This design comes from an exercise in tuning for small area on the open sky130 flow, not from production work.
The RTL was checked by simulation tests, not by an equivalence proof against the original design.
Power and IR drop assume default switching activity.

== JK ==
==> flow/design.v (excerpt) <==
module regfile_sb #(
  parameter int unsigned DATA_W = 32,
  parameter int unsigned ADDR_W = 5,
  parameter int unsigned BYPASS = 1
) (
  input  logic                Clk,
  input  logic                Rst_n,
  input  logic                WE,
  input  logic [ADDR_W-1:0]   Rw,
  input  logic [DATA_W/8-1:0] WBE,
  input  logic [DATA_W-1:0]   busW,
  input  logic [ADDR_W-1:0]   Ra,
  input  logic [ADDR_W-1:0]   Rb,
  output logic [DATA_W-1:0]   busA,
  output logic [DATA_W-1:0]   busB,
  output logic                RdyA,
  output logic                RdyB,
  input  logic                Issue,
  input  logic [ADDR_W-1:0]   Rd,
  output logic [ADDR_W:0]     PendCnt
);
Settings: LEC_CHECK=0, CAP_MARGIN=20, CORE_MARGIN=2, CORE_UTILIZATION=55, CTS_CLUSTER_DIAMETER=70, CTS_CLUSTER_SIZE=30, GPL_TIMING_DRIVEN=0, SLEW_MARGIN=20, SYNTH_HIERARCHICAL=1; clock period 8.0 ns.
standard.sh (not shown) runs the stock make flow with config.mk's settings and CLKGATE_MAP_FILE= SYNTH_SCRIPT=/design/flow/synth_recipe.tcl, a recipe that flattens the netlist after the stock synthesis.
==> flow/flow/run.sh <==
#!/bin/bash
set -euo pipefail
export BUFFER_PORTS_ARGS="-buffer_cell sky130_fd_sc_hd__buf_1"
bash standard.sh > standard.log 2>&1
### JK -> MS
Settings: removing GPL_TIMING_DRIVEN (formerly 0).
==> results.txt <==
- Cell count: MS higher than JK
- Diff JK..MS | number of logic stages on the critical path including buffering | unchanged
- In the flow results for JK and MS, the worst setup slack is larger on MS.
- Looking at JK and MS, the share of final-layout standard cells stronger than drive strength 1 is a wash.
- MS vs. JK: largest net degree at the start of global routing went up 28%, time the final worst path needs with I/O delays and setup went down 0.40 ns.
Edits applied to the flow inputs when going from MS to AL:
Settings: setting GPL_TIMING_DRIVEN to 0 for the first time.
-- flow/flow/run.sh --
<<< MS, line 4
>>> AL, line 4
export CTS_ARGS="-sink_clustering_enable -repair_clock_nets -sink_clustering_size 30 -sink_clustering_max_diameter 70 -dont_use_dummy_load"
## What came out
AL finished end to end and its layout was clean on timing, DRC and antenna. Comparing MS against AL, there is no change at all in setup TNS after final layout. Looking at launching instance or port of the critical path, the Rb[3] result is from MS; the Ra[0] one comes from AL. Compared to MS, AL shows a narrower setup margin. Taking MS as the reference point, the met1 capacity usage during global routing of AL falls by 1.9 points.


## run A
Another version of the RTL of regfile_sb (not shown whole).
For scale: roughly 3,800 cells after synthesis, ~1,000 flip-flops.
clock: 8.0 ns
lec_check: 0
cap_margin: 20
core_margin: 2
core_utilization: 60
gpl_timing_driven: 0
slew_margin: 20
synth_hierarchical: 1
==> flow/flow/run.sh <==
#!/bin/bash
set -euo pipefail
export BUFFER_PORTS_ARGS="-buffer_cell sky130_fd_sc_hd__buf_1"
export CTS_ARGS="-sink_clustering_enable -repair_clock_nets -dont_use_dummy_load -buf_list sky130_fd_sc_hd__clkbuf_8 -sink_clustering_size 16 -sink_clustering_max_diameter 70"
bash standard.sh > standard.log 2>&1
## Diff of input files: run B against run A
- CORE_UTILIZATION: 60 -> 70
### Flow results
Run A → run B: amount of wire on met3 after detailed routing climbed 12%, total met2 wirelength after detailed routing dropped 6.1%, sequential share of layout area climbed 0.30 points. In the tables for run B and run A, global-route usage reads higher with run B. The lower cell count came out of run B. Run A reports its launch point of the worst path as Rst_n while run B reports Rb[3]. Against run A, worst setup slack in run B came out better. Run A → run B: final estimated routing congestion in global placement rose 0.055; cell area after layout fell about 0.65%.


Setup of 06-08:
Starting RTL as in the previous note.
export LEC_CHECK = 0
export CAP_MARGIN = 20
export CORE_MARGIN = 2
export CORE_UTILIZATION = 65
export GPL_TIMING_DRIVEN = 0
export SLEW_MARGIN = 20
export SYNTH_HIERARCHICAL = 1
create_clock -name core_clock -period 8.0 [get_ports {Clk}]
Scripts as last shown in full above: flow/flow/run.sh
> inputs changed (06-08 -> 08-16)
- swapping 20 for 12 in SLEW_MARGIN
- swapping 20 for 12 in CAP_MARGIN
Findings:
08-16 had finished all stages when the layout checks came back failing, citing capacitance limit, slew limit. Compared 08-16 against 06-08; sequential power within noise. Non-clock buffer count, 06-08 and 08-16: smaller value in 06-08. Relative to 06-08, post-layout minimum cycle time has increased by 0.39 ns in 08-16. Looking at final cycle utilization of the critical path, 08-16 sits 4.9 points above 06-08. Delta (08-16 minus 06-08): final worst slack now sits lower, routed wire length roughly the same, cell area held. Combinational share of power: 08-16 vs 06-08, no meaningful difference.

==> port drivers added, routing unchanged <==
In the flow no input, the clock included, has a driving cell. The finished layouts below were timed again as built, in two steps. Step 1 (the two cells are an assumption about what drives the block):
set clk [get_ports {Clk}]
set_driving_cell -lib_cell sky130_fd_sc_hd__clkbuf_16 $clk
set_driving_cell -lib_cell sky130_fd_sc_hd__buf_2 [delete_from_list [all_inputs] $clk]
Step 2 times the ports against the registers' clock, not the clock port: input delays grow and output delays shrink by t, the midpoint of the rising clock arrivals with the driver on. a / b / c = ideal ports / drivers / drivers and shift; a / b = the first two.
| run | shift t [ns] | setup slack, ns | clock arrival spread, ns |
|---|---|---|---|
| JK | 0.726 | 1.010 / 0.983 / 0.983 | 0.041 / 0.042 |
| MS | 0.732 | 1.414 / 1.382 / 1.242 | 0.033 / 0.033 |
| AL | 0.710 | 1.123 / 1.004 / 1.004 | 0.080 / 0.080 |
| run A | 0.781 | 0.707 / 0.733 / -0.033 | 0.079 / 0.079 |
| run B | 0.789 | 0.822 / 0.772 / 0.097 | 0.047 / 0.047 |
| 06-08 | 0.797 | 0.686 / 0.727 / -0.071 | 0.043 / 0.043 |
| 08-16 | 0.797 | 0.292 / 0.336 / -0.462 | 0.050 / 0.051 |
The setup slack of 06-08, which loses most, moves by +0.041 ns with the drivers and by -0.757 ns with both steps.
